From an optimization exercise on the open Yosys and OpenROAD flow, aimed at small area and a short achievable clock period; shortcuts taken in it are not production practice. Function was not checked in any run shown here: the RTL went through the layout flow alone. Power and IR drop assume default switching activity.

File: flow/flow/run.sh
#!/bin/bash
# The standard layout with two changes:
#  - Yosys's ABC step maps for area with the script in flow/area.abc
#    (registers, their names and cell types are untouched)
#  - every port gets the smallest buffer, sky130_fd_sc_hd__buf_1
# Each tool's output goes to a log file in this folder.
set -euo pipefail
HERE=$(pwd)

# synthesis script: the standard flow's, with the ABC script swapped
sed -e 's#^source \$::env(SCRIPTS_DIR)/synth_preamble.tcl$#&\nset abc_args [lreplace $abc_args 1 1 $::env(MY_ABC_SCRIPT)]#' \
    "$FLOW_HOME/scripts/synth.tcl" > my_synth_body.tcl
grep -q MY_ABC_SCRIPT my_synth_body.tcl
sed -e "s#^source \$::env(SCRIPTS_DIR)/synth.tcl\$#source $HERE/my_synth_body.tcl#" \
    synth_recipe.tcl > my_synth_recipe.tcl
grep -q my_synth_body my_synth_recipe.tcl

sed -e "s#SYNTH_SCRIPT=[^ ]*#SYNTH_SCRIPT=$HERE/my_synth_recipe.tcl#" standard.sh > my_standard.sh
grep -q my_synth_recipe my_standard.sh

export MY_ABC_SCRIPT="$HERE/flow/area.abc"
export BUFFER_PORTS_ARGS="-buffer_cell sky130_fd_sc_hd__buf_1"
bash my_standard.sh > flow.log 2>&1
File: flow/flow/area.abc
strash
dch
amap
topo
stime -c
File: flow/standard.sh
#!/bin/bash
# synth_recipe.tcl (not shown) runs the flow's synth.tcl, then flattens the netlist and writes it again
# the make line also repeats each setting of config.mk as NAME=value (left out here)
make -C /OpenROAD-flow-scripts/flow DESIGN_CONFIG=/design/flow/config.mk WORK_HOME=/design/flow/orfs CLKGATE_MAP_FILE= SYNTH_SCRIPT=/design/flow/synth_recipe.tcl "${@:-finish}"
File: flow/config.mk
export PLATFORM = sky130hd
export DESIGN_NAME = exec_stage
export DESIGN_NICKNAME = exec_stage
export VERILOG_FILES = /design/flow/design.v
export SDC_FILE = /design/flow/constraint.sdc
export NUM_CORES = 4
export LEC_CHECK = 0
export CAP_MARGIN = 20
export CORE_MARGIN = 2
export CORE_UTILIZATION = 50
export SLEW_MARGIN = 20
File: flow/constraint.sdc
create_clock -name core_clock -period 4.5 [get_ports {clk}]
set_input_delay 0.9000 -clock core_clock [delete_from_list [all_inputs] [get_ports {clk}]]
set_output_delay 0.9000 -clock core_clock [all_outputs]
set_load 0.01 [all_outputs]
File: flow/design.v
package exec_pkg;
    typedef logic [32-1:0] word_t;     
    typedef logic [5-1:0] shamt_t;   
    typedef enum logic [4:0] {
        ALU_PA   = 5'd0,     
        ALU_PB   = 5'd1,     
        ALU_ADD  = 5'd2,
        ALU_SUB  = 5'd3,
        ALU_SUBU = 5'd4,
        ALU_OR   = 5'd5,
        ALU_AND  = 5'd6,
        ALU_XOR  = 5'd7,
        ALU_NOR  = 5'd8,
        ALU_SLT  = 5'd9,     
        ALU_SLTU = 5'd10,    
        ALU_SLL  = 5'd11,
        ALU_SRL  = 5'd12,
        ALU_SRA  = 5'd13,
        ALU_NOP  = 5'd14
    } alu_op_t;
    typedef enum logic [1:0] {
        A_RS   = 2'd0,       
        A_LINK = 2'd1,       
        A_EXT  = 2'd2,       
        A_SPC  = 2'd3        
    } src_a_t;
    typedef enum logic [1:0] {
        B_RT  = 2'd0,        
        B_EXT = 2'd1         
    } src_b_t;
    typedef enum logic [1:0] {
        FWD_NONE = 2'd0,     
        FWD_ALU  = 2'd1,     
        FWD_MEM  = 2'd2      
    } fwd_t;
    typedef logic [11-1:0] ctrl_t;
endpackage
module alu_logic (
    input  exec_pkg::word_t    a_i,
    input  exec_pkg::word_t    b_i,
    input  exec_pkg::ctrl_t    ctrl_i,
    output exec_pkg::word_t    y_o
);
    localparam int W     = 32;
    localparam int LOG_W = $clog2(W);
    logic [W:0]      sum;
    exec_pkg::word_t logic_y;
    logic            lt_u;
    logic            lt_s;
    logic            lt;
    logic [3:0]      lut;
    logic [W-1:0] p;
    logic [W-1:0] g;
    logic [W-1:0] gp [0:LOG_W];      
    logic [W-1:0] pp [0:LOG_W];      
    assign p = a_i ^ b_i;
    assign g = {a_i[W-1:1] & b_i[W-1:1],
                (a_i[0] & b_i[0]) | (p[0] & ctrl_i[5])};
    assign gp[0] = g;
    assign pp[0] = p;
    for (genvar l = 0; l < LOG_W; l++)
    begin : g_pfx
        for (genvar i = 0; i < W; i++)
        begin : g_bit
            if ((i >> l) & 1)
            begin : g_op
                localparam int J = ((i >> l) << l) - 1;
                assign gp[l+1][i] = gp[l][i] | (pp[l][i] & gp[l][J]);
                assign pp[l+1][i] = pp[l][i] & pp[l][J];
            end
            else
            begin : g_pass
                assign gp[l+1][i] = gp[l][i];
                assign pp[l+1][i] = pp[l][i];
            end
        end
    end
    assign sum[0]   = p[0] ^ ctrl_i[5];
    assign sum[W:1] = {gp[LOG_W][W-1], p[W-1:1] ^ gp[LOG_W][W-2:0]};
    assign lt_u = ~sum[W];
    assign lt_s = (a_i[W-1] == b_i[W-1]) ? a_i[W-1] : sum[W-1];
    assign lt   = ctrl_i[7] ? lt_s : lt_u;
    assign lut = ctrl_i[3:0];
    for (genvar i = 0; i < W; i++)
    begin : g_logic
        assign logic_y[i] = lut[{a_i[i], b_i[i]}];
    end
    assign y_o = logic_y
               | (sum[W-1:0] & {W{ctrl_i[4]}})
               | {{(W-1){1'b0}}, lt & ctrl_i[6]};
endmodule
module barrel_shifter (
    input  exec_pkg::word_t    value_i,
    input  exec_pkg::shamt_t   amount_i,
    input  exec_pkg::ctrl_t    ctrl_i,
    output exec_pkg::word_t    y_o
);
    localparam int W      = 32;
    localparam int LEVELS = 5;
    exec_pkg::shamt_t rot;
    logic             fill;
    logic             rot_zero;
    exec_pkg::word_t  level [0:LEVELS];
    exec_pkg::word_t  keep;
    assign rot      = amount_i;
    assign rot_zero = (amount_i == '0);
    assign fill     = ctrl_i[10] & value_i[W-1];    
    assign level[0] = value_i;
    for (genvar i = 0; i < LEVELS; i++)
    begin : g_level
        localparam int STEP = 1 << i;
        assign level[i+1] = rot[i] ? {level[i][STEP-1:0], level[i][W-1:STEP]}
                                   : level[i];
    end
    for (genvar i = 0; i < W; i++)
    begin : g_mask
        assign keep[i] = rot_zero | ((32'(rot) + i >= W) == ctrl_i[9]);
        assign y_o[i]  = ctrl_i[8] & (keep[i] ? level[LEVELS][i] : fill);
    end
endmodule
module operand_select (
    input  logic               clk,
    input  logic               rst,
    input  logic               valid_i,
    input  exec_pkg::alu_op_t  alu_op_i,
    input  exec_pkg::src_a_t   src_a_i,
    input  exec_pkg::src_b_t   src_b_i,
    input  exec_pkg::fwd_t     fwd_a_i,
    input  exec_pkg::fwd_t     fwd_b_i,
    input  exec_pkg::fwd_t     fwd_st_i,
    input  logic               spc_clr_i,
    input  exec_pkg::word_t    rs_i,
    input  exec_pkg::word_t    rt_i,
    input  exec_pkg::word_t    ext_i,
    input  exec_pkg::word_t    pc_i,
    input  exec_pkg::word_t    fw_alu_i,
    input  exec_pkg::word_t    fw_mem_i,
    output logic               valid_o,
    output exec_pkg::ctrl_t    ctrl_o,
    output exec_pkg::word_t    a_o,
    output exec_pkg::word_t    b_o,
    output exec_pkg::word_t    store_o,
    output exec_pkg::word_t    spc_o
);
    exec_pkg::word_t st_fwd;
    exec_pkg::word_t link_addr;
    exec_pkg::word_t a_sel;
    exec_pkg::word_t b_sel;
    exec_pkg::ctrl_t ctrl;
    logic a_rs, a_fa, a_fm, a_link, a_ext, a_spc;
    logic b_rt, b_fa, b_fm, b_ext;
    logic s_rt, s_fa, s_fm;
    assign a_rs   = (src_a_i == exec_pkg::A_RS) & (fwd_a_i == exec_pkg::FWD_NONE);
    assign a_fa   = (src_a_i == exec_pkg::A_RS) & (fwd_a_i == exec_pkg::FWD_ALU);
    assign a_fm   = (src_a_i == exec_pkg::A_RS) & fwd_a_i[1];
    assign a_link = (src_a_i == exec_pkg::A_LINK);
    assign a_ext  = (src_a_i == exec_pkg::A_EXT);
    assign a_spc  = (src_a_i == exec_pkg::A_SPC);
    assign b_rt   = ~src_b_i[0] & (fwd_b_i == exec_pkg::FWD_NONE);
    assign b_fa   = ~src_b_i[0] & (fwd_b_i == exec_pkg::FWD_ALU);
    assign b_fm   = ~src_b_i[0] & fwd_b_i[1];
    assign b_ext  = src_b_i[0];
    assign s_rt   = (fwd_st_i == exec_pkg::FWD_NONE);
    assign s_fa   = (fwd_st_i == exec_pkg::FWD_ALU);
    assign s_fm   = fwd_st_i[1];
    exec_pkg::word_t carry;      
    assign carry[2:0] = 3'b100;
    for (genvar i = 3; i < 32; i++)
    begin : g_inc
        assign carry[i] = &pc_i[i-1:2];
    end
    assign link_addr = pc_i ^ carry;     
    assign a_sel = ({32{a_rs}}   & rs_i)
                 | ({32{a_fa}}   & fw_alu_i)
                 | ({32{a_fm}}   & fw_mem_i)
                 | ({32{a_link}} & link_addr)
                 | ({32{a_ext}}  & ext_i)
                 | ({32{a_spc}}  & spc_o);     
    assign b_sel = ({32{b_rt}}  & rt_i)
                 | ({32{b_fa}}  & fw_alu_i)
                 | ({32{b_fm}}  & fw_mem_i)
                 | ({32{b_ext}} & ext_i);
    assign st_fwd = ({32{s_rt}} & rt_i)
                  | ({32{s_fa}} & fw_alu_i)
                  | ({32{s_fm}} & fw_mem_i);
    always_comb
    begin
        ctrl = '0;
        case (alu_op_i)
            exec_pkg::ALU_PA:   ctrl[3:0] = 4'b1100;
            exec_pkg::ALU_PB:   ctrl[3:0] = 4'b1010;
            exec_pkg::ALU_ADD:  ctrl[4] = 1'b1;
            exec_pkg::ALU_SUB,
            exec_pkg::ALU_SUBU: begin ctrl[4] = 1'b1; ctrl[5] = 1'b1; end
            exec_pkg::ALU_OR:   ctrl[3:0] = 4'b1110;
            exec_pkg::ALU_AND:  ctrl[3:0] = 4'b1000;
            exec_pkg::ALU_XOR:  ctrl[3:0] = 4'b0110;
            exec_pkg::ALU_NOR:  ctrl[3:0] = 4'b0001;
            exec_pkg::ALU_SLT:  begin ctrl[6] = 1'b1; ctrl[7] = 1'b1; ctrl[5] = 1'b1; end
            exec_pkg::ALU_SLTU: begin ctrl[6] = 1'b1; ctrl[5] = 1'b1; end
            exec_pkg::ALU_SLL:  begin ctrl[8] = 1'b1; ctrl[9] = 1'b1; end
            exec_pkg::ALU_SRL:  ctrl[8] = 1'b1;
            exec_pkg::ALU_SRA:  begin ctrl[8] = 1'b1; ctrl[10] = 1'b1; end
            default: ;           
        endcase
    end
    always_ff @(posedge clk)
    begin
        if (!rst)
            spc_o <= '0;
        else if (spc_clr_i)
            spc_o <= '0;
        else if (valid_i)
            spc_o <= pc_i;
    end
    always_ff @(posedge clk)
    begin
        if (!rst)
            valid_o <= 1'b0;
        else
            valid_o <= valid_i;
    end
    always_ff @(posedge clk)
    begin
        ctrl_o  <= ctrl;
        a_o     <= {a_sel[32-1:5],
                    ctrl[9] ? exec_pkg::shamt_t'(-a_sel[5-1:0])
                                          : a_sel[5-1:0]};
        b_o     <= b_sel ^ {32{ctrl[5]}};
        store_o <= st_fwd;
    end
endmodule
module result_stage (
    input  logic               clk,
    input  logic               rst,
    input  logic               valid_i,
    input  exec_pkg::ctrl_t    ctrl_i,
    input  exec_pkg::word_t    a_i,
    input  exec_pkg::word_t    b_i,
    input  exec_pkg::word_t    store_i,
    output logic               valid_o,
    output exec_pkg::word_t    result_o,
    output exec_pkg::word_t    store_data_o
);
    exec_pkg::word_t alu_y;
    exec_pkg::word_t shift_y;
    alu_logic i_alu (
        .a_i    (a_i),
        .b_i    (b_i),
        .ctrl_i (ctrl_i),
        .y_o    (alu_y)
    );
    barrel_shifter i_shifter (
        .value_i  (b_i),
        .amount_i (a_i[5-1:0]),
        .ctrl_i   (ctrl_i),
        .y_o      (shift_y)
    );
    always_ff @(posedge clk)
    begin
        if (!rst)
            valid_o <= 1'b0;
        else
            valid_o <= valid_i;
    end
    always_ff @(posedge clk)
    begin
        result_o     <= alu_y | shift_y;     
        store_data_o <= store_i;
    end
endmodule
module exec_stage (
    input  logic               clk,
    input  logic               rst,
    input  logic               valid_i,
    input  exec_pkg::alu_op_t  alu_op_i,
    input  exec_pkg::src_a_t   src_a_i,
    input  exec_pkg::src_b_t   src_b_i,
    input  exec_pkg::fwd_t     fwd_a_i,
    input  exec_pkg::fwd_t     fwd_b_i,
    input  exec_pkg::fwd_t     fwd_st_i,
    input  logic               spc_clr_i,
    input  exec_pkg::word_t    rs_i,
    input  exec_pkg::word_t    rt_i,
    input  exec_pkg::word_t    ext_i,
    input  exec_pkg::word_t    pc_i,
    input  exec_pkg::word_t    fw_alu_i,
    input  exec_pkg::word_t    fw_mem_i,
    output logic               valid_o,
    output exec_pkg::word_t    result_o,
    output exec_pkg::word_t    store_data_o,
    output exec_pkg::word_t    spc_o
);
    logic    op_valid;
    exec_pkg::ctrl_t   op_ctrl;
    exec_pkg::word_t   op_a;
    exec_pkg::word_t   op_b;
    exec_pkg::word_t   op_store;
    operand_select i_operand_select (
        .clk       (clk),
        .rst       (rst),
        .valid_i   (valid_i),
        .alu_op_i  (alu_op_i),
        .src_a_i   (src_a_i),
        .src_b_i   (src_b_i),
        .fwd_a_i   (fwd_a_i),
        .fwd_b_i   (fwd_b_i),
        .fwd_st_i  (fwd_st_i),
        .spc_clr_i (spc_clr_i),
        .rs_i      (rs_i),
        .rt_i      (rt_i),
        .ext_i     (ext_i),
        .pc_i      (pc_i),
        .fw_alu_i  (fw_alu_i),
        .fw_mem_i  (fw_mem_i),
        .valid_o   (op_valid),
        .ctrl_o    (op_ctrl),
        .a_o       (op_a),
        .b_o       (op_b),
        .store_o   (op_store),
        .spc_o     (spc_o)
    );
    result_stage i_result_stage (
        .clk          (clk),
        .rst          (rst),
        .valid_i      (op_valid),
        .ctrl_i       (op_ctrl),
        .a_i          (op_a),
        .b_i          (op_b),
        .store_i      (op_store),
        .valid_o      (valid_o),
        .result_o     (result_o),
        .store_data_o (store_data_o)
    );
endmodule
==> results.cfg, run 1 <==
[finish]
final_nets = 2123
area_growth_syn_to_layout_pct = 23.4
multi_input_combinational_cell_area_um2 = 7070
post_route_cells_drive_above_1_share_pct = 4.88
ff_latch_area_um2 = 4100
fin_area_um2 = 14700
num-fill-cells = 2174

[logic_synthesis]
synthFlopType = sky130_fd_sc_hd__dfxtp_1
synthesis.yosys.warnings = 7
syn_nets = 1746
synthDominantCellAreaShare_pct = 34.5
ys_top_cells_by_area = sky130_fd_sc_hd__dfxtp_1 (34%), sky130_fd_sc_hd__o22ai_1 (6.9%), sky130_fd_sc_hd__clkinv_1 (6.4%)
synth_seq_area_share_pct = 34.5
synth_top_cell_by_area = sky130_fd_sc_hd__dfxtp_1
syn_inst = 1490
post_synthesis_cell_area_um2 = 11900
ys_types = 47
synth.ff_latch_count = 205
most_frequent_cell_after_synthesis = sky130_fd_sc_hd__dfxtp_1
synth_commonest_cells = sky130_fd_sc_hd__dfxtp_1 (205), sky130_fd_sc_hd__clkinv_1 (203), sky130_fd_sc_hd__nor2_1 (193)
synth.avg_cell_area_um2 = 7.99
number_of_enable_type_register_cells_in_the_synthesized_netlist = 0
ys_async_sr_fraction_pct = 0

[clocking]
cts_setup_buffers = 0
worst_skew_pair_later_pin_latency_ns = 0.54
clock-root-buffer = sky130_fd_sc_hd__clkbuf_16
clock_tree.buffer_depth = 3
cts_tree = built
numCtsBuffers = 24
post_cts_hold_buffer_count = 0
worst_setup_hold_path_clk_slew_ns = 0.07
cts.sinks = 205
cts-htree-levels = 1
cts-resized-gates = 0

[worst_hold_path]
min-delay-start = i_operand_select.store_o[8]
timing.hold.worst.class = flop to flop
holdPathStages = 0

[drt]
final_antenna_net_count = 0
detail_route.wirelength_um = 50700
detail_route.vias_per_cell = 6.54
drt-wirelength-per-cell_um = 23.0
drt_first_iter_violations = 1958
routed-via-count = 14400
firstDrtPassIters = 8
detail_route.drc_violations = 0

[floorplan]
floorplan.die.height_um = 158
placement_rows = 56
die-width_um = 158
ios = 308
start_util_pct = 50.9
die_area_um2 = 25100
fp.coreArea_um2 = 23400

[power_and_ir_drop]
vdd_ir_drop_max_v = 0.000336
leakage_nw = 5.17
p_total_mw = 6.20
pwr_density_cell_nw_per_um2 = 422

[grt]
antenna_found_initial = 3
wire_length_of_the_first_global_routing_pass_um = 74900
grt.total_usage_pct = 39.1
overflow = 0
first_global_vias = 13000
largest_net_degree_at_the_start_of_global_routing = 46

[critical_path]
path_max_fanout = 4
required_time_of_the_critical_path_ns = 4.90
reg2reg_from = i_operand_select.b_o[0]
end_kind = flop
cp-start-kind = flop
critical_path.startpoint = i_operand_select.b_o[0]
worst-setup-path-type = flop to flop
worstPathArrival_ns = 4.54
ff2ff_path_depth = 20

[sta]
achievable-frequency_ghz = 0.242
finalSetupTns_ns = 0
worst_clock_skew_ns = 0.0147
fin_ws_ns = 0.359
grt_setup_unrepaired = false
report.final.slew_viol_count = 0
timing.final.hold_violations = 0
final.period_utilization_pct = 92.0
setup_viol = 0
max_slew.worst_pin.slew_ns = 0.924
final.min_clock_period_ns = 4.14
worst_slew_slack_as_a_fraction_of_its_limit_pct = 38.0

[place]
dpl_cell_area_um2 = 13800
hpwlAfterDp_um = 37700
numPortBuffers = 306
placement.setup.worst_slack_ns = 0.387
gp_routability_congestion = 0.990

[run]
maxCapViolCount = 0

[outcome]
status = no timing/DRC/antenna violations
## layout by cell type (no fill, tap or decap), types with 7 or more instances in the layout
cell type	count
sky130_fd_sc_hd__a211oi_1	39
sky130_fd_sc_hd__dfxtp_1	205
sky130_fd_sc_hd__o211ai_1	26
sky130_fd_sc_hd__clkinv_1	202
sky130_fd_sc_hd__a22oi_1	49
sky130_fd_sc_hd__ha_1	39
sky130_fd_sc_hd__nand4_1	9
sky130_fd_sc_hd__a221o_1	8
sky130_fd_sc_hd__o2111ai_1	7
sky130_fd_sc_hd__buf_1	305
sky130_fd_sc_hd__o22ai_1	130
sky130_fd_sc_hd__nor2b_1	9
sky130_fd_sc_hd__clkbuf_16	24
sky130_fd_sc_hd__o31ai_1	20
sky130_fd_sc_hd__a21oi_1	81
sky130_fd_sc_hd__buf_4	45
sky130_fd_sc_hd__a221oi_1	56
sky130_fd_sc_hd__nand2_1	87
sky130_fd_sc_hd__o221a_1	9
sky130_fd_sc_hd__nand3_1	7
sky130_fd_sc_hd__a222oi_1	45
sky130_fd_sc_hd__o22a_1	54
sky130_fd_sc_hd__nor4_1	9
sky130_fd_sc_hd__o221ai_1	43
sky130_fd_sc_hd__nor2_1	190
sky130_fd_sc_hd__nor3_1	19
sky130_fd_sc_hd__o21ai_0	79
## worst max-delay path, stage by stage (launching register included)
cell	delay [ns]
sky130_fd_sc_hd__dfxtp_1	0.35
sky130_fd_sc_hd__fa_1	0.44
sky130_fd_sc_hd__clkinv_1	0.07
sky130_fd_sc_hd__fa_1	0.21
sky130_fd_sc_hd__nor2_1	0.05
sky130_fd_sc_hd__a221oi_1	0.34
sky130_fd_sc_hd__nor3_1	0.08
sky130_fd_sc_hd__a2111oi_1	0.34
sky130_fd_sc_hd__buf_4	0.22
sky130_fd_sc_hd__nor3_1	0.06
sky130_fd_sc_hd__nor4_1	0.23
sky130_fd_sc_hd__buf_4	0.21
sky130_fd_sc_hd__or4_1	0.23
sky130_fd_sc_hd__nand2_1	0.11
sky130_fd_sc_hd__clkinv_1	0.17
sky130_fd_sc_hd__buf_4	0.15
sky130_fd_sc_hd__nor2_1	0.05
sky130_fd_sc_hd__nor4_1	0.17
sky130_fd_sc_hd__nor4_1	0.08
sky130_fd_sc_hd__a221oi_1	0.30
sky130_fd_sc_hd__o21ai_0	0.15
## stage by stage
stage,util [%],hold slack (ns),cells
2_1_floorplan,-,0.310,1490
3_3_place_gp,59.1,0.310,2160
3_5_place_dp,59.1,0.312,2160
4_1_cts,62.7,0.323,2203
5_1_grt,62.7,0.328,2204
6_report,62.8,0.323,2206
## cells by family after synthesis
| kind of cell | Yosys count | share of synthesized area (%) |
|---|---|---|
| AOI/OAI and AO/OA | 670 | 40.8 |
| and+or+nand+nor | 364 | 13.0 |
| DFF | 205 | 34.5 |
| buffers and inverters | 203 | 6.40 |
| adders and majority gates | 45 | 5.11 |
| xor gates and xnor gates | 3 | 0.221 |
## final cells by class
class,instances,share of cell area (%)
clock inverter,8,1.06
clock buffer,35,4.78
timing repair buffer,351,10.1
multi-input combinational,1082,48.1
tap,319,2.72
antenna,3,0.0511
inverter,203,5.20
sequential,205,27.9
## path summary, 6_finish.rpt
check / to / slack (ns)
max: i_result_stage.result_o[26] / 0.36
min reg2reg: i_result_stage.store_data_o[8] / 0.32
min: i_result_stage.store_data_o[8] / 0.32
max reg2reg: i_result_stage.result_o[26] / 0.36
## flip-flops by register name, summed over array words and instances (netlist names)
register	count
i_result_stage.store_data_o	32
i_operand_select.spc_o	32
i_result_stage.valid_o	1
i_operand_select.ctrl_o	11
i_result_stage.result_o	32
i_operand_select.b_o	32
i_operand_select.a_o	32
i_operand_select.valid_o	1
i_operand_select.store_o	32
## per-layer routing
layer  global-route usage [%]  part of all wire [%]  vias to the layer above
met4                     18.4                   5.8                        0
met2                     61.1                    44                      949
met3                     8.60                    11                      154
met5                        0                     0                        -
met1                     51.4                    39                     6673
li1                         -                     -                     6659
## report_power, final
part / internal (mW) / switching, mW / total [mW]
clock network: 1.31 / 0.809 / 2.12
registers: 2.03 / 0.140 / 2.17
logic: 0.691 / 1.23 / 1.92
==> run 2, diff against run 1 <==
--- a/flow/design.v
+++ b/flow/design.v
@@ -39,24 +39,31 @@
     input  exec_pkg::word_t    a_i,
     input  exec_pkg::word_t    b_i,
     input  exec_pkg::ctrl_t    ctrl_i,
+    input  exec_pkg::word_t    shift_i,     
     output exec_pkg::word_t    y_o
 );
     localparam int W     = 32;
     localparam int LOG_W = $clog2(W);
-    logic [W:0]      sum;
-    exec_pkg::word_t logic_y;
-    logic            lt_u;
-    logic            lt_s;
-    logic            lt;
-    logic [3:0]      lut;
     logic [W-1:0] p;
     logic [W-1:0] g;
     logic [W-1:0] gp [0:LOG_W];      
     logic [W-1:0] pp [0:LOG_W];      
+    logic [W-1:0] c;                 
+    logic [3:0]   lut;
+    logic         arith;
+    logic         cin;
+    exec_pkg::word_t other;          
+    exec_pkg::word_t y_c0;           
+    exec_pkg::word_t y_c1;           
+    logic         diff_sign;
+    logic         lt_c0;             
+    logic         lt_c1;             
+    assign lut   = ctrl_i[3:0];
+    assign arith = ctrl_i[4];
+    assign cin   = ctrl_i[5];
     assign p = a_i ^ b_i;
-    assign g = {a_i[W-1:1] & b_i[W-1:1],
-                (a_i[0] & b_i[0]) | (p[0] & ctrl_i[5])};
-    assign gp[0] = g;
+    assign g = a_i & b_i;
+    assign gp[0] = {g[W-1:1], g[0] | (p[0] & cin)};
     assign pp[0] = p;
     for (genvar l = 0; l < LOG_W; l++)
     begin : g_pfx
@@ -75,47 +82,64 @@
             end
         end
     end
-    assign sum[0]   = p[0] ^ ctrl_i[5];
-    assign sum[W:1] = {gp[LOG_W][W-1], p[W-1:1] ^ gp[LOG_W][W-2:0]};
-    assign lt_u = ~sum[W];
-    assign lt_s = (a_i[W-1] == b_i[W-1]) ? a_i[W-1] : sum[W-1];
-    assign lt   = ctrl_i[7] ? lt_s : lt_u;
-    assign lut = ctrl_i[3:0];
+    assign c = {gp[LOG_W][W-2:0], cin};
     for (genvar i = 0; i < W; i++)
     begin : g_logic
-        assign logic_y[i] = lut[{a_i[i], b_i[i]}];
+        assign other[i] = lut[{a_i[i], b_i[i]}];
+    end
+    assign diff_sign = (a_i[W-1] == b_i[W-1]);
+    assign lt_c0 = ctrl_i[7] ? (diff_sign ? a_i[W-1] :  p[W-1]) : ~g[W-1];
+    assign lt_c1 = ctrl_i[7] ? (diff_sign ? a_i[W-1] : ~p[W-1]) : ~(g[W-1] | p[W-1]);
+    assign y_c0 = other | ({W{arith}} &  p);
+    assign y_c1 = other | ({W{arith}} & ~p);
+    assign y_o[0] = (c[0] ? y_c1[0] : y_c0[0])
+                  | (ctrl_i[6] & (c[W-1] ? lt_c1 : lt_c0))
+                  | shift_i[0];
+    for (genvar i = 1; i < W; i++)
+    begin : g_pick
+        assign y_o[i] = (c[i] ? y_c1[i] : y_c0[i]) | shift_i[i];
     end
-    assign y_o = logic_y
-               | (sum[W-1:0] & {W{ctrl_i[4]}})
-               | {{(W-1){1'b0}}, lt & ctrl_i[6]};
 endmodule
 module barrel_shifter (
     input  exec_pkg::word_t    value_i,
-    input  exec_pkg::shamt_t   amount_i,
+    input  logic [3:0]         rot_lo_i,
+    input  logic [3:0]         rot_hi_i,
+    input  logic               rot_16_i,
     input  exec_pkg::ctrl_t    ctrl_i,
     output exec_pkg::word_t    y_o
 );
-    localparam int W      = 32;
-    localparam int LEVELS = 5;
+    localparam int W = 32;
     exec_pkg::shamt_t rot;
-    logic             fill;
     logic             rot_zero;
-    exec_pkg::word_t  level [0:LEVELS];
-    exec_pkg::word_t  keep;
-    assign rot      = amount_i;
-    assign rot_zero = (amount_i == '0);
+    logic             fill;
+    exec_pkg::word_t  rot_a;         
+    exec_pkg::word_t  rot_b;         
+    exec_pkg::word_t  rot_c;         
+    exec_pkg::word_t  keep;          
+    exec_pkg::word_t  fill_bit;      
+    assign rot = {rot_16_i,
+                  rot_hi_i[2] | rot_hi_i[3], rot_hi_i[1] | rot_hi_i[3],
+                  rot_lo_i[2] | rot_lo_i[3], rot_lo_i[1] | rot_lo_i[3]};
+    assign rot_zero = rot_lo_i[0] & rot_hi_i[0] & ~rot_16_i;
     assign fill     = ctrl_i[10] & value_i[W-1];    
-    assign level[0] = value_i;
-    for (genvar i = 0; i < LEVELS; i++)
-    begin : g_level
-        localparam int STEP = 1 << i;
-        assign level[i+1] = rot[i] ? {level[i][STEP-1:0], level[i][W-1:STEP]}
-                                   : level[i];
+    for (genvar i = 0; i < W; i++)
+    begin : g_rot
+        assign rot_a[i] = (rot_lo_i[0] & value_i[i])
+                        | (rot_lo_i[1] & value_i[(i + 1) % W])
+                        | (rot_lo_i[2] & value_i[(i + 2) % W])
+                        | (rot_lo_i[3] & value_i[(i + 3) % W]);
+        assign rot_b[i] = (rot_hi_i[0] & rot_a[i])
+                        | (rot_hi_i[1] & rot_a[(i + 4) % W])
+                        | (rot_hi_i[2] & rot_a[(i + 8) % W])
+                        | (rot_hi_i[3] & rot_a[(i + 12) % W]);
+        assign rot_c[i] = rot_16_i ? rot_b[(i + 16) % W] : rot_b[i];
     end
     for (genvar i = 0; i < W; i++)
     begin : g_mask
-        assign keep[i] = rot_zero | ((32'(rot) + i >= W) == ctrl_i[9]);
-        assign y_o[i]  = ctrl_i[8] & (keep[i] ? level[LEVELS][i] : fill);
+        assign keep[i]     = ctrl_i[8]
+                           & (rot_zero | ((32'(rot) + i >= W) == ctrl_i[9]));
+        assign fill_bit[i] = ctrl_i[8] & ~keep[i] & fill;
+        assign y_o[i]      = (keep[i] & rot_c[i]) | fill_bit[i];
     end
 endmodule
 module operand_select (
@@ -140,7 +164,10 @@
     output exec_pkg::word_t    a_o,
     output exec_pkg::word_t    b_o,
     output exec_pkg::word_t    store_o,
-    output exec_pkg::word_t    spc_o
+    output exec_pkg::word_t    spc_o,
+    output logic [3:0]         rot_lo_o,    
+    output logic [3:0]         rot_hi_o,    
+    output logic               rot_16_o     
 );
     exec_pkg::word_t st_fwd;
     exec_pkg::word_t link_addr;
@@ -183,6 +210,9 @@
     assign st_fwd = ({32{s_rt}} & rt_i)
                   | ({32{s_fa}} & fw_alu_i)
                   | ({32{s_fm}} & fw_mem_i);
+    exec_pkg::shamt_t rot;
+    assign rot = ctrl[9] ? exec_pkg::shamt_t'(-a_sel[5-1:0])
+                                       : a_sel[5-1:0];
     always_comb
     begin
         ctrl = '0;
@@ -223,9 +253,10 @@
     always_ff @(posedge clk)
     begin
         ctrl_o  <= ctrl;
-        a_o     <= {a_sel[32-1:5],
-                    ctrl[9] ? exec_pkg::shamt_t'(-a_sel[5-1:0])
-                                          : a_sel[5-1:0]};
+        a_o     <= a_sel;
+        rot_lo_o <= 4'b0001 << rot[1:0];
+        rot_hi_o <= 4'b0001 << rot[3:2];
+        rot_16_o <= rot[4];
         b_o     <= b_sel ^ {32{ctrl[5]}};
         store_o <= st_fwd;
     end
@@ -238,24 +269,30 @@
     input  exec_pkg::word_t    a_i,
     input  exec_pkg::word_t    b_i,
     input  exec_pkg::word_t    store_i,
+    input  logic [3:0]         rot_lo_i,
+    input  logic [3:0]         rot_hi_i,
+    input  logic               rot_16_i,
     output logic               valid_o,
     output exec_pkg::word_t    result_o,
     output exec_pkg::word_t    store_data_o
 );
     exec_pkg::word_t alu_y;
     exec_pkg::word_t shift_y;
-    alu_logic i_alu (
-        .a_i    (a_i),
-        .b_i    (b_i),
-        .ctrl_i (ctrl_i),
-        .y_o    (alu_y)
-    );
     barrel_shifter i_shifter (
         .value_i  (b_i),
-        .amount_i (a_i[5-1:0]),
+        .rot_lo_i (rot_lo_i),
+        .rot_hi_i (rot_hi_i),
+        .rot_16_i (rot_16_i),
         .ctrl_i   (ctrl_i),
         .y_o      (shift_y)
     );
+    alu_logic i_alu (
+        .a_i     (a_i),
+        .b_i     (b_i),
+        .ctrl_i  (ctrl_i),
+        .shift_i (shift_y),
+        .y_o     (alu_y)
+    );
     always_ff @(posedge clk)
     begin
         if (!rst)
@@ -265,7 +302,7 @@
     end
     always_ff @(posedge clk)
     begin
-        result_o     <= alu_y | shift_y;     
+        result_o     <= alu_y;
         store_data_o <= store_i;
     end
 endmodule
@@ -296,6 +333,9 @@
     exec_pkg::word_t   op_a;
     exec_pkg::word_t   op_b;
     exec_pkg::word_t   op_store;
+    logic [3:0]        op_rot_lo;
+    logic [3:0]        op_rot_hi;
+    logic              op_rot_16;
     operand_select i_operand_select (
         .clk       (clk),
         .rst       (rst),
@@ -318,7 +358,10 @@
         .a_o       (op_a),
         .b_o       (op_b),
         .store_o   (op_store),
-        .spc_o     (spc_o)
+        .spc_o     (spc_o),
+        .rot_lo_o  (op_rot_lo),
+        .rot_hi_o  (op_rot_hi),
+        .rot_16_o  (op_rot_16)
     );
     result_stage i_result_stage (
         .clk          (clk),
@@ -328,6 +371,9 @@
         .a_i          (op_a),
         .b_i          (op_b),
         .store_i      (op_store),
+        .rot_lo_i     (op_rot_lo),
+        .rot_hi_i     (op_rot_hi),
+        .rot_16_i     (op_rot_16),
         .valid_o      (valid_o),
         .result_o     (result_o),
         .store_data_o (store_data_o)
--- a/flow/flow/run.sh
+++ b/flow/flow/run.sh
@@ -2,6 +2,7 @@
 # The standard layout with two changes:
 #  - Yosys's ABC step maps for area with the script in flow/area.abc
 #    (registers, their names and cell types are untouched)
+#  - no full/half adder cell extraction (ADDER_MAP_FILE empty)
 #  - every port gets the smallest buffer, sky130_fd_sc_hd__buf_1
 # Each tool's output goes to a log file in this folder.
 set -euo pipefail
@@ -20,4 +21,5 @@
 
 export MY_ABC_SCRIPT="$HERE/flow/area.abc"
 export BUFFER_PORTS_ARGS="-buffer_cell sky130_fd_sc_hd__buf_1"
+export ADDER_MAP_FILE=""
 bash my_standard.sh > flow.log 2>&1
==> flow/flow/area.abc (replaced) <==
&get -n
&st
&dch
&nf
&put
topo
stime -c
--- a/flow/config.mk
+++ b/flow/config.mk
@@ -8,4 +8,8 @@
 export CAP_MARGIN = 20
 export CORE_MARGIN = 2
 export CORE_UTILIZATION = 50
+export CTS_BUF_LIST = sky130_fd_sc_hd__clkbuf_8
+export CTS_CLUSTER_DIAMETER = 60
+export CTS_CLUSTER_SIZE = 20
+export SETUP_SLACK_MARGIN = 1.9
 export SLEW_MARGIN = 20
==> run 2 against run 1 <==
Effect of this change:
- area after synthesis up 4.4%
- setup slack improved by 1.3 ns
- clock skew grew 0.0014 ns
- routed wire length down 3.9%
- critical endpoint is now i_result_stage.result_o[24]
- highest routed layer unchanged
- sequential share of layout area down 0.17 points
- global-route usage shrank 3.5 points
- non-clock buffer count is 25 higher
- sequential cell count is 9 higher
- total power is 6.9% lower
- first-iteration DRC count up 10%
- still clean
==> results.cfg, run 2 <==
[outcome]
status = no timing/DRC/antenna violations

[sta]
grt_setup_unrepaired = true
worst_slew_slack_as_a_fraction_of_its_limit_pct = 35.2
max_slew.worst_pin.slew_ns = 0.973
achievable-frequency_ghz = 0.357
timing.final.hold_violations = 0
final.period_utilization_pct = 62.3
setup_viol = 0
worst_clock_skew_ns = 0.0161
finalSetupTns_ns = 0
timing.hold.ws_ns = 0.332
report.final.slew_viol_count = 0
final.min_clock_period_ns = 2.80

[place]
numPortBuffers = 306
gp_routability_congestion = 0.996
dp.cells = 2138
dpl_cell_area_um2 = 14400
hpwlAfterDp_um = 35000

[finish]
final_nets = 2085
post_route_cells_drive_above_1_share_pct = 12.3
layout.cells.most_common = sky130_fd_sc_hd__nand2_1
multi_input_combinational_cell_area_um2 = 8550
ff_latch_area_um2 = 4320
stdcell_count = 2217
area_growth_syn_to_layout_pct = 25.0
num-fill-cells = 2257
fin_area_um2 = 15500
highest_count_cells_in_the_layout_ignoring_fill_and_taps = sky130_fd_sc_hd__nand2_1 (351), sky130_fd_sc_hd__buf_1 (299), sky130_fd_sc_hd__dfxtp_1 (199)

[clocking]
clock-root-buffer = sky130_fd_sc_hd__clkbuf_8
clock_tree.buffer_depth = 3
cts_tree = built
cts-htree-levels = 1
post_cts_hold_buffer_count = 0
worst_skew_pair_later_pin_latency_ns = 0.59
cts.sinks = 214
worst_setup_hold_path_clk_slew_ns = 0.09
numCtsBuffers = 24

[logic_synthesis]
synthFlopType = sky130_fd_sc_hd__dfxtp_1
number_of_enable_type_register_cells_in_the_synthesized_netlist = 0
synth.ff_latch_count = 214
synth_seq_area_share_pct = 34.5
syn_nets = 1681
synthDominantCellAreaShare_pct = 34.5
ys_types = 55
synthesis.yosys.warnings = 5
synth_commonest_cells = sky130_fd_sc_hd__nand2_1 (352), sky130_fd_sc_hd__dfxtp_1 (214), sky130_fd_sc_hd__a222oi_1 (117)
most_frequent_cell_after_synthesis = sky130_fd_sc_hd__nand2_1
post_synthesis_cell_area_um2 = 12400
synth_top_cell_by_area = sky130_fd_sc_hd__dfxtp_1
synth.avg_cell_area_um2 = 8.46
ys_top_cells_by_area = sky130_fd_sc_hd__dfxtp_1 (34%), sky130_fd_sc_hd__nand2_1 (11%), sky130_fd_sc_hd__a222oi_1 (9.4%)
ys_async_sr_fraction_pct = 0
syn_inst = 1470

[floorplan]
die-width_um = 162
start_util_pct = 51.0
floorplan.die.height_um = 162
ios = 308
placement_rows = 57
die_area_um2 = 26100
fp.coreArea_um2 = 24400

[grt]
grt.total_usage_pct = 35.6
wire_length_of_the_first_global_routing_pass_um = 73400
antenna_found_initial = 1
overflow = 0
largest_net_degree_at_the_start_of_global_routing = 43
first_global_vias = 12900

[critical_path]
end_kind = flop
required_time_of_the_critical_path_ns = 4.97
cp-start-kind = flop
worst-setup-path-type = flop to flop
ff2ff_path_depth = 8
path_max_fanout = 7
worstPathArrival_ns = 3.28

[drt]
firstDrtPassIters = 12
detail_route.wirelength_um = 48700
detail_route.drc_violations = 0
routed-via-count = 14200
detail_route.vias_per_cell = 6.42
final_antenna_net_count = 0
drt-wirelength-per-cell_um = 22.0
drt_first_iter_violations = 2156

[power_and_ir_drop]
pwr_density_cell_nw_per_um2 = 372
vdd_ir_drop_max_v = 0.000296
p_total_mw = 5.77
p_sw_share_pct = 39.6
net-switching-power_mw = 2.29
leakage_nw = 6.18
pwr-share-seq_pct = 40.6
power.share.combinational_pct = 35.6
share_clk_of_total_power_pct = 23.8
p_int_mw = 3.49

[run]
maxCapViolCount = 0

[worst_hold_path]
timing.hold.worst.class = flop to flop
holdPathStages = 0
-- run 2: cell families (layout without fill, tap and decap cells) --
| group | after synthesis | after routing | share of synthesized area, % |
|---|---|---|---|
| fa+ha+maj | 4 | 4 | 0.322 |
| mux | 68 | 68 | 8.72 |
| buf+inv | 16 | 436 | 0.483 |
| xor+xnor | 108 | 108 | 7.61 |
| compound gates | 494 | 496 | 29.1 |
| other cells | 0 | 1 | 0 |
| flops | 214 | 214 | 34.5 |
| simple gates | 566 | 566 | 19.3 |
-- run 2: path summary, 6_finish.rpt --
kind	start	slack [ns]	to
worst min-delay path	i_operand_select.store_o[16]	0.33	i_result_stage.store_data_o[16]
worst max register to register	i_operand_select.b_o[0]	1.70	i_result_stage.result_o[24]
worst min register to register	i_operand_select.store_o[16]	0.33	i_result_stage.store_data_o[16]
worst max-delay path	i_operand_select.b_o[0]	1.70	i_result_stage.result_o[24]
-- run 2: final cells by class --
cell class                      count  share of cell area (%)
Antenna cell                        1                  0.0161
Clock buffer                       24                    2.13
Clock inverter                     20                    1.01
Inverter                           16                   0.395
Multi-Input combinational cell   1242                    55.0
Sequential cell                   214                    27.8
Tap cell                          324                    2.61
Timing Repair Buffer              376                    11.1
-- run 2: power groups by stage --
stage	clock network, mW	logic, mW	registers, mW
after floorplan	0	1.11	2.41
after global placement	0	1.79	2.37
after detailed placement	0	1.81	2.38
after CTS	1.39	1.92	2.34
after global routing	1.47	2.22	2.38
final	1.37	2.05	2.35
-- run 2: layer usage --
metal  global-route usage (%)  part of all wire (%)  up-vias
met4                     13.2                   3.8        0
li1                         -                     -     6550
met5                        0                     0        -
met3                     7.18                    11      113
met1                     47.8                    40     6703
met2                     56.9                    46      872
-- run 2: worst max-delay path: stages (launching register included) --
cell and delay, ns:
sky130_fd_sc_hd__dfxtp_4 0.35, sky130_fd_sc_hd__maj3_2 0.34, sky130_fd_sc_hd__a21oi_4 0.20, sky130_fd_sc_hd__o311ai_4 0.11, sky130_fd_sc_hd__a221o_2 0.45, sky130_fd_sc_hd__a311o_2 0.52, sky130_fd_sc_hd__a21o_4 0.27, sky130_fd_sc_hd__xor2_1 0.16
sky130_fd_sc_hd__a211o_1 0.29
-- run 2: repair_timing --
item | CTS | global route
pin swaps | 17 | 19
resized for setup | 44 | 63
cloned | 2 | 0
setup buffers | 17 | 15
setup endpoints to repair | 36 | 44
-- run 2: through the flow --
| step | setup slack (ns) | util (%) |
|---|---|---|
| after CTS | 1.70 | 62.5 |
| after floorplan | 1.56 | - |
| after global routing | 1.63 | 63.7 |
| after detailed placement | 0.880 | 59.2 |
| final | 1.70 | 63.7 |
| after global placement | 0.930 | 59.2 |
==> run 3, diff against run 2 <==
--- a/flow/flow/run.sh
+++ b/flow/flow/run.sh
@@ -19,7 +19,7 @@
 sed -e "s#SYNTH_SCRIPT=[^ ]*#SYNTH_SCRIPT=$HERE/my_synth_recipe.tcl#" standard.sh > my_standard.sh
 grep -q my_synth_recipe my_standard.sh
 
-export MY_ABC_SCRIPT="$HERE/flow/area.abc"
+export MY_ABC_SCRIPT="$FLOW_HOME/scripts/abc_speed.script"
 export BUFFER_PORTS_ARGS="-buffer_cell sky130_fd_sc_hd__buf_1"
 export ADDER_MAP_FILE=""
 bash my_standard.sh > flow.log 2>&1
removed: flow/flow/area.abc
==> run 3 against run 2 <==
Effect of this change:
- area after synthesis increased by 13%
- still clean
- sequential power about the same
- critical path type unchanged
- total power increased by 6.0%
- synthesized cell count increased by 16%
- sequential share of layout area decreased by 1.4 points
- cell area increased by 7.8%
- clock skew increased by 0.039 ns
- sequential cell count unchanged
- global-route usage decreased by 1.6 points
- critical path depth increased by 1
- die area increased by 13%
- register-to-register slack improved by 0.15 ns
==> results.cfg, run 3 <==
[outcome]
status = no timing/DRC/antenna violations

[floorplan]
die-width_um = 172
start_util_pct = 50.8
floorplan.die.height_um = 172
placement_rows = 61
fp.coreArea_um2 = 27700
die_area_um2 = 29500
ios = 308

[logic_synthesis]
post_synthesis_cell_area_um2 = 14100
syn_inst = 1704
synthFlopType = sky130_fd_sc_hd__dfxtp_1
ys_types = 68
synth_top_cell_by_area = sky130_fd_sc_hd__dfxtp_1
synthDominantCellAreaShare_pct = 30.5
synth_commonest_cells = sky130_fd_sc_hd__dfxtp_1 (214), sky130_fd_sc_hd__nand2_1 (191), sky130_fd_sc_hd__nor2_1 (157)
synth.avg_cell_area_um2 = 8.25
most_frequent_cell_after_synthesis = sky130_fd_sc_hd__dfxtp_1
syn_nets = 1915
ys_async_sr_fraction_pct = 0
ys_top_cells_by_area = sky130_fd_sc_hd__dfxtp_1 (30%), sky130_fd_sc_hd__a22oi_1 (6.9%), sky130_fd_sc_hd__mux2i_1 (6.1%)
synthesis.yosys.warnings = 5
synth_seq_area_share_pct = 30.5
synth.ff_latch_count = 214
number_of_enable_type_register_cells_in_the_synthesized_netlist = 0

[drt]
detail_route.wirelength_um = 52000
firstDrtPassIters = 6
detail_route.vias_per_cell = 6.11
final_antenna_net_count = 0
drt_first_iter_violations = 1328
detail_route.drc_violations = 0
drt-wirelength-per-cell_um = 22.3
routed-via-count = 14200

[sta]
finalSetupTns_ns = 0
timing.hold.ws_ns = 0.319
timing.final.hold_violations = 0
report.final.slew_viol_count = 0
grt_setup_unrepaired = true
final.min_clock_period_ns = 2.66
setup_viol = 0
worst_slew_slack_as_a_fraction_of_its_limit_pct = 36.1
final.period_utilization_pct = 59.1
achievable-frequency_ghz = 0.376
max_slew.worst_pin.slew_ns = 0.957
worst_clock_skew_ns = 0.0547

[worst_hold_path]
holdPathStages = 0
hold_path_end = i_result_stage.store_data_o[10]
min-delay-start = i_operand_select.store_o[10]
timing.hold.worst.class = flop to flop

[grt]
first_global_vias = 13100
antenna_found_initial = 0
grt.total_usage_pct = 34.0
largest_net_degree_at_the_start_of_global_routing = 79
overflow = 0
wire_length_of_the_first_global_routing_pass_um = 77200

[power_and_ir_drop]
leakage_nw = 6.26
pwr_density_cell_nw_per_um2 = 365
vdd_ir_drop_max_v = 0.000333

[critical_path]
reg2reg_from = i_operand_select.a_o[0]
cp_cell_sequence = o22ai_1 > o2111ai_2 > nand3_2 > a21bo_4 > a21oi_4 > a221o_4 > a311oi_4 > or4b_1 > o211ai_1
ff2ff_path_depth = 9
register_to_register_setup_slack_ns = 1.84
end_kind = flop
cpPeakStageDelay_ns = 0.54
worstPathArrival_ns = 3.14
path_max_fanout = 5
worst-setup-path-type = flop to flop
critical_path.slowest_cell = sky130_fd_sc_hd__or4b_1
worstReg2RegEnd = i_result_stage.result_o[29]
cp-start-kind = flop
required_time_of_the_critical_path_ns = 4.99

[finish]
post_route_cells_drive_above_1_share_pct = 16.7
area_growth_syn_to_layout_pct = 19.1
fin_area_um2 = 16800
num_antenna_cells = 0
num-fill-cells = 2580
final_nets = 2148
highest_count_cells_in_the_layout_ignoring_fill_and_taps = sky130_fd_sc_hd__buf_1 (294), sky130_fd_sc_hd__nand2_1 (189), sky130_fd_sc_hd__dfxtp_1 (172)
layout.cells.most_common = sky130_fd_sc_hd__buf_1

[clocking]
cts.sinks = 214
cts_tree = built
worst_setup_hold_path_clk_slew_ns = 0.12
worst_skew_pair_later_pin_latency_ns = 0.61
numCtsBuffers = 23
clock-root-buffer = sky130_fd_sc_hd__clkbuf_8
clock_tree.buffer_depth = 3
cts-htree-levels = 1
post_cts_hold_buffer_count = 0

[place]
dpl_cell_area_um2 = 15300
gp_routability_congestion = 0.932
hpwlAfterDp_um = 38000
numPortBuffers = 306

[run]
maxCapViolCount = 0
[run 3: changes by cell type after synthesis, sizes merged, moves of 34 or more]
| cell | before | now |
|---|---|---|
| a221oi | 13 | 47 |
| nand2 | 352 | 191 |
| mux2i | 34 | 86 |
| mux2 | 2 | 48 |
| o21ai | 91 | 131 |
| nor2 | 95 | 157 |
| xnor2 | 46 | 98 |
| buf | 0 | 35 |
| clkbuf | 0 | 135 |
| a222oi | 117 | 15 |
| a22oi | 45 | 129 |
[run 3: timing repair]
| item | in CTS | in global routing |
|---|---|---|
| resized for setup | 92 | 58 |
| endpoints found under the hold margin | 0 | 0 |
| setup endpoints to repair | 32 | 33 |
| setup buffers | 19 | 18 |
| pin swaps | 15 | 19 |
[run 3: kinds of logic (layout without fill, tap and decap cells)]
logic type	Yosys count	in the layout	share of synthesized area, %
multiplexers	171	171	15.9
AND/OR/NAND/NOR	477	477	14.7
AO/OA/AOI/OAI	508	508	24.0
flip-flops	214	214	30.5
XOR/XNOR	146	146	9.15
adder cells (fa/ha/maj)	10	10	0.730
buffers and inverters	178	428	4.97
[run 3: layer usage]
metal,up-vias,global-route usage (%),wire length (µm)
met5,-,0,0
met4,0,12.0,1590
met3,91,6.42,4680
met2,706,53.0,23800
met1,6759,47.0,21900
li1,6687,-,-
[run 3: area by class of cell]
cell class | count | area, µm² | share of cell area (%)
clock buffers | 24 | 330 | 1.97
well taps | 378 | 473 | 2.82
repair buffers | 378 | 1730 | 10.3
flip-flops and latches | 214 | 4410 | 26.3
inverters | 8 | 30.0 | 0.179
multi-input cells | 1312 | 9520 | 56.8
clock inverters | 18 | 259 | 1.55
[run 3: critical path, delay by kind of cell, from the launching register on]
family           cells  cell delay [ns]
AO/OA/AOI/OAI        7             1.38
AND/OR/NAND/NOR      2             0.75
flip-flops           1             0.40
[run 3: how the worst max path moves through the flow]
stage / depth (start not counted) / slack [ns] / startpoint / endpoint
final: 9 / 1.84 / i_operand_select.a_o[0] / i_result_stage.result_o[29]
after global routing: 9 / 1.71 / i_operand_select.b_o[5] / i_result_stage.result_o[19]
after CTS: 10 / 1.83 / i_operand_select.b_o[13] / i_result_stage.result_o[22]
after detailed placement: 9 / 1.15 / fwd_a_i[1] / i_operand_select.rot_hi_o[1]
after global placement: 9 / 1.17 / fwd_a_i[1] / i_operand_select.rot_hi_o[2]
after floorplan: 9 / 1.87 / pc_i[2] / i_operand_select.a_o[31]
[run 3: metrics by stage]
stage	utilization, %	worst slack (ns)	total power [mW]	std cells
2_1_floorplan	-	1.87	3.70	1704
3_3_place_gp	55.4	1.17	4.31	2253
3_5_place_dp	55.4	1.15	4.33	2253
4_1_cts	59.0	1.83	5.98	2314
5_1_grt	60.5	1.71	6.43	2332
6_report	60.5	1.84	6.12	2332
[run 3: where the power goes]
part           switching, mW  internal (mW)
Combinational           1.31          0.902
Clock                  0.905          0.653
Sequential             0.243           2.10
==> run 4, diff against run 3 <==
--- a/flow/flow/run.sh
+++ b/flow/flow/run.sh
@@ -3,6 +3,7 @@
 #  - Yosys's ABC step maps for area with the script in flow/area.abc
 #    (registers, their names and cell types are untouched)
 #  - no full/half adder cell extraction (ADDER_MAP_FILE empty)
+#  - the resizer may swap cells of any footprint (MATCH_CELL_FOOTPRINT=0)
 #  - every port gets the smallest buffer, sky130_fd_sc_hd__buf_1
 # Each tool's output goes to a log file in this folder.
 set -euo pipefail
@@ -16,7 +17,7 @@
     synth_recipe.tcl > my_synth_recipe.tcl
 grep -q my_synth_body my_synth_recipe.tcl
 
-sed -e "s#SYNTH_SCRIPT=[^ ]*#SYNTH_SCRIPT=$HERE/my_synth_recipe.tcl#" standard.sh > my_standard.sh
+sed -e "s#SYNTH_SCRIPT=[^ ]*#SYNTH_SCRIPT=$HERE/my_synth_recipe.tcl MATCH_CELL_FOOTPRINT=0#" standard.sh > my_standard.sh
 grep -q my_synth_recipe my_standard.sh
 
 export MY_ABC_SCRIPT="$FLOW_HOME/scripts/abc_speed.script"
==> run 4 against run 3 <==
Effect of this change:
- critical path type unchanged
- cell count is 0.34% lower
- critical endpoint unchanged
- synthesized cell count stayed put
- clock skew is 0.031 ns lower
- sequential share of layout area is 0.21 points higher
- worst hold slack better by 0.014 ns
- die area stayed put
- still clean on timing, DRC and antenna
- via count hardly changed
- setup slack better by 0.020 ns
==> results.cfg, run 4 <==
[sta]
timing.hold.ws_ns = 0.333
timing.final.hold_violations = 0
report.final.slew_viol_count = 0
final.period_utilization_pct = 58.6
setup_viol = 0
final.min_clock_period_ns = 2.64
worst_clock_skew_ns = 0.0235
achievable-frequency_ghz = 0.379
fin_ws_ns = 1.86
grt_setup_unrepaired = true
max_slew.worst_pin.slew_ns = 0.952
finalSetupTns_ns = 0
worst_slew_slack_as_a_fraction_of_its_limit_pct = 36.5

[clocking]
worst_setup_hold_path_clk_slew_ns = 0.11
cts.sinks = 214
clock-root-buffer = sky130_fd_sc_hd__clkbuf_8
post_cts_hold_buffer_count = 0
cts_tree = built
clock_tree.buffer_depth = 3
cts-htree-levels = 1
numCtsBuffers = 21
worst_skew_pair_later_pin_latency_ns = 0.58

[critical_path]
critical_path.slowest_cell = sky130_fd_sc_hd__or4b_1
end_kind = flop
cpPeakStageDelay_ns = 0.53
worstPathArrival_ns = 3.12
path_max_fanout = 6
cp_cell_sequence = o22ai_1 > o2111ai_2 > nand3_2 > a21bo_4 > a21oi_4 > a211o_4 > a311oi_4 > or4b_1 > o211ai_1
cp-start-kind = flop
worst-setup-path-type = flop to flop
required_time_of_the_critical_path_ns = 4.99

[finish]
final_nets = 2143
num_antenna_cells = 0
highest_count_cells_in_the_layout_ignoring_fill_and_taps = sky130_fd_sc_hd__buf_1 (297), sky130_fd_sc_hd__nand2_1 (184), sky130_fd_sc_hd__dfxtp_1 (174)
post_route_cells_drive_above_1_share_pct = 16.3
layout.cells.most_common = sky130_fd_sc_hd__buf_1
area_growth_syn_to_layout_pct = 17.8
stdcell_count = 2324

[grt]
grt.total_usage_pct = 33.6
largest_net_degree_at_the_start_of_global_routing = 42
antenna_found_initial = 0
overflow = 0
first_global_vias = 12800
wire_length_of_the_first_global_routing_pass_um = 76500

[power_and_ir_drop]
leakage_nw = 6.18
p_total_mw = 5.88
vdd_ir_drop_max_v = 0.000299
pwr_density_cell_nw_per_um2 = 355

[floorplan]
ios = 308
placement_rows = 61
start_util_pct = 50.8
die-width_um = 172
fp.coreArea_um2 = 27700
floorplan.die.height_um = 172
die_area_um2 = 29500

[logic_synthesis]
synthesis.yosys.warnings = 5
synth_top_cell_by_area = sky130_fd_sc_hd__dfxtp_1
syn_inst = 1704
ys_types = 68
ys_async_sr_fraction_pct = 0
ys_top_cells_by_area = sky130_fd_sc_hd__dfxtp_1 (30%), sky130_fd_sc_hd__a22oi_1 (6.9%), sky130_fd_sc_hd__mux2i_1 (6.1%)
syn_nets = 1915
synth_commonest_cells = sky130_fd_sc_hd__dfxtp_1 (214), sky130_fd_sc_hd__nand2_1 (191), sky130_fd_sc_hd__nor2_1 (157)
synth.ff_latch_count = 214
synthFlopType = sky130_fd_sc_hd__dfxtp_1
post_synthesis_cell_area_um2 = 14100
most_frequent_cell_after_synthesis = sky130_fd_sc_hd__dfxtp_1
synthDominantCellAreaShare_pct = 30.5
synth_seq_area_share_pct = 30.5
number_of_enable_type_register_cells_in_the_synthesized_netlist = 0
synth.avg_cell_area_um2 = 8.25

[outcome]
status = no timing/DRC/antenna violations

[drt]
drt-wirelength-per-cell_um = 22.1
detail_route.vias_per_cell = 6.13
detail_route.wirelength_um = 51400
final_antenna_net_count = 0
drt_first_iter_violations = 1406
routed-via-count = 14200
detail_route.drc_violations = 0
firstDrtPassIters = 6

[place]
dp.cells = 2255
gp_routability_congestion = 0.955
numPortBuffers = 306
hpwlAfterDp_um = 38000
placement.setup.worst_slack_ns = 1.14

[worst_hold_path]
timing.hold.worst.class = flop to flop

[run]
maxCapViolCount = 0
==> run 4: cell counts after synthesis <==
Identical to the previous run, type by type.
==> run 4: layout make-up <==
class / instances / area, µm²
Sequential cell: 214 / 4400
Clock buffer: 21 / 289
Clock inverter: 16 / 185
Timing Repair Buffer: 375 / 1700
Tap cell: 378 / 473
Multi-Input combinational cell: 1312 / 9490
Fill cell: 2638 / 11100
Inverter: 8 / 30.0
==> run 4: final timing paths <==
check                                                 start                        endpoint  slack [ns]  depth (start not counted)
worst min register to register  i_operand_select.store_o[5]  i_result_stage.store_data_o[5]        0.33                          0
worst max register to register      i_operand_select.b_o[0]     i_result_stage.result_o[29]        1.86                          9
worst min-delay path            i_operand_select.store_o[5]  i_result_stage.store_data_o[5]        0.33                          0
worst max-delay path                i_operand_select.b_o[0]     i_result_stage.result_o[29]        1.86                          9
==> run 4: routing by layer <==
| layer | global-route usage [%] | vias to the layer above | part of all wire (%) |
|---|---|---|---|
| met2 | 53.0 | 714 | 46 |
| met4 | 10.0 | 0 | 2.8 |
| met1 | 47.3 | 6772 | 43 |
| met3 | 5.52 | 72 | 8.4 |
| li1 | - | 6680 | - |
| met5 | 0 | - | 0 |
==> run 4: kinds of logic (layout without fill, tap and decap cells) <==
family / Yosys count / count (layout) / share of synthesized area [%]
adders and majority gates: 10 / 10 / 0.730
xor gates and xnor gates: 146 / 146 / 9.15
muxes: 171 / 171 / 15.9
DFF: 214 / 214 / 30.5
AOI/OAI and AO/OA: 508 / 508 / 24.0
and+or+nand+nor: 477 / 477 / 14.7
buffers and inverters: 178 / 420 / 4.97
==> run 4: worst max-delay path: cells and delay by family, from the launching register on <==
kind	cells	cell delay [ns]
AOI/OAI and AO/OA	7	1.43
DFF	1	0.39
and+or+nand+nor	2	0.73
==> run 4: timing repair <==
action,in CTS,in global routing
endpoints found under the hold margin,0,0
buffers inserted,18,14
pin swaps,16,18
resized for setup,89,57
setup endpoints to repair,34,33
==> run 4: stage by stage <==
step                      utilization [%]  area, µm²
final                                59.8      16600
after global routing                 59.8      16600
after CTS                            58.6      16200
after detailed placement             55.5      15400
after global placement               55.5      15400
after floorplan                         -      14100
==> run 4: where the power goes <==
part           switching [mW]  internal [mW]
combinational            1.29          0.889
clock                   0.830          0.517
sequential              0.247           2.10

[separate check: timing with driven ports]
Ports are ideal in the flow. The routed layouts listed here were re-timed in OpenROAD.
Step 1, drivers: a clkbuf_16 drives clk and a buf_2 each remaining input, both assumed.
Step 2 times the ports against the registers' clock, not the clock port: input delays grow and output delays shrink by t, the midpoint of the rising clock arrivals with the driver on.
Three values: no drivers, after step 1, after step 2; two values: the first two.
run | t (ns) | slack for setup (ns) | worst setup path at the end | worst slew at a driven data input, ns
run 1 | 0.585 | 0.359 / 0.359 / 0.359 | register to register | 0.09
run 2 | 0.633 | 1.696 / 1.696 / 1.446 | input to register | 0.11
run 3 | 0.627 | 1.841 / 1.841 / 1.389 | input to register | 0.10
run 4 | 0.615 | 1.861 / 1.861 / 1.378 | input to register | 0.08
After both steps setup and hold are still met in every run listed. For run 4, which loses most, drivers alone change the setup slack by 0.000 ns; drivers and shift together by -0.483 ns.
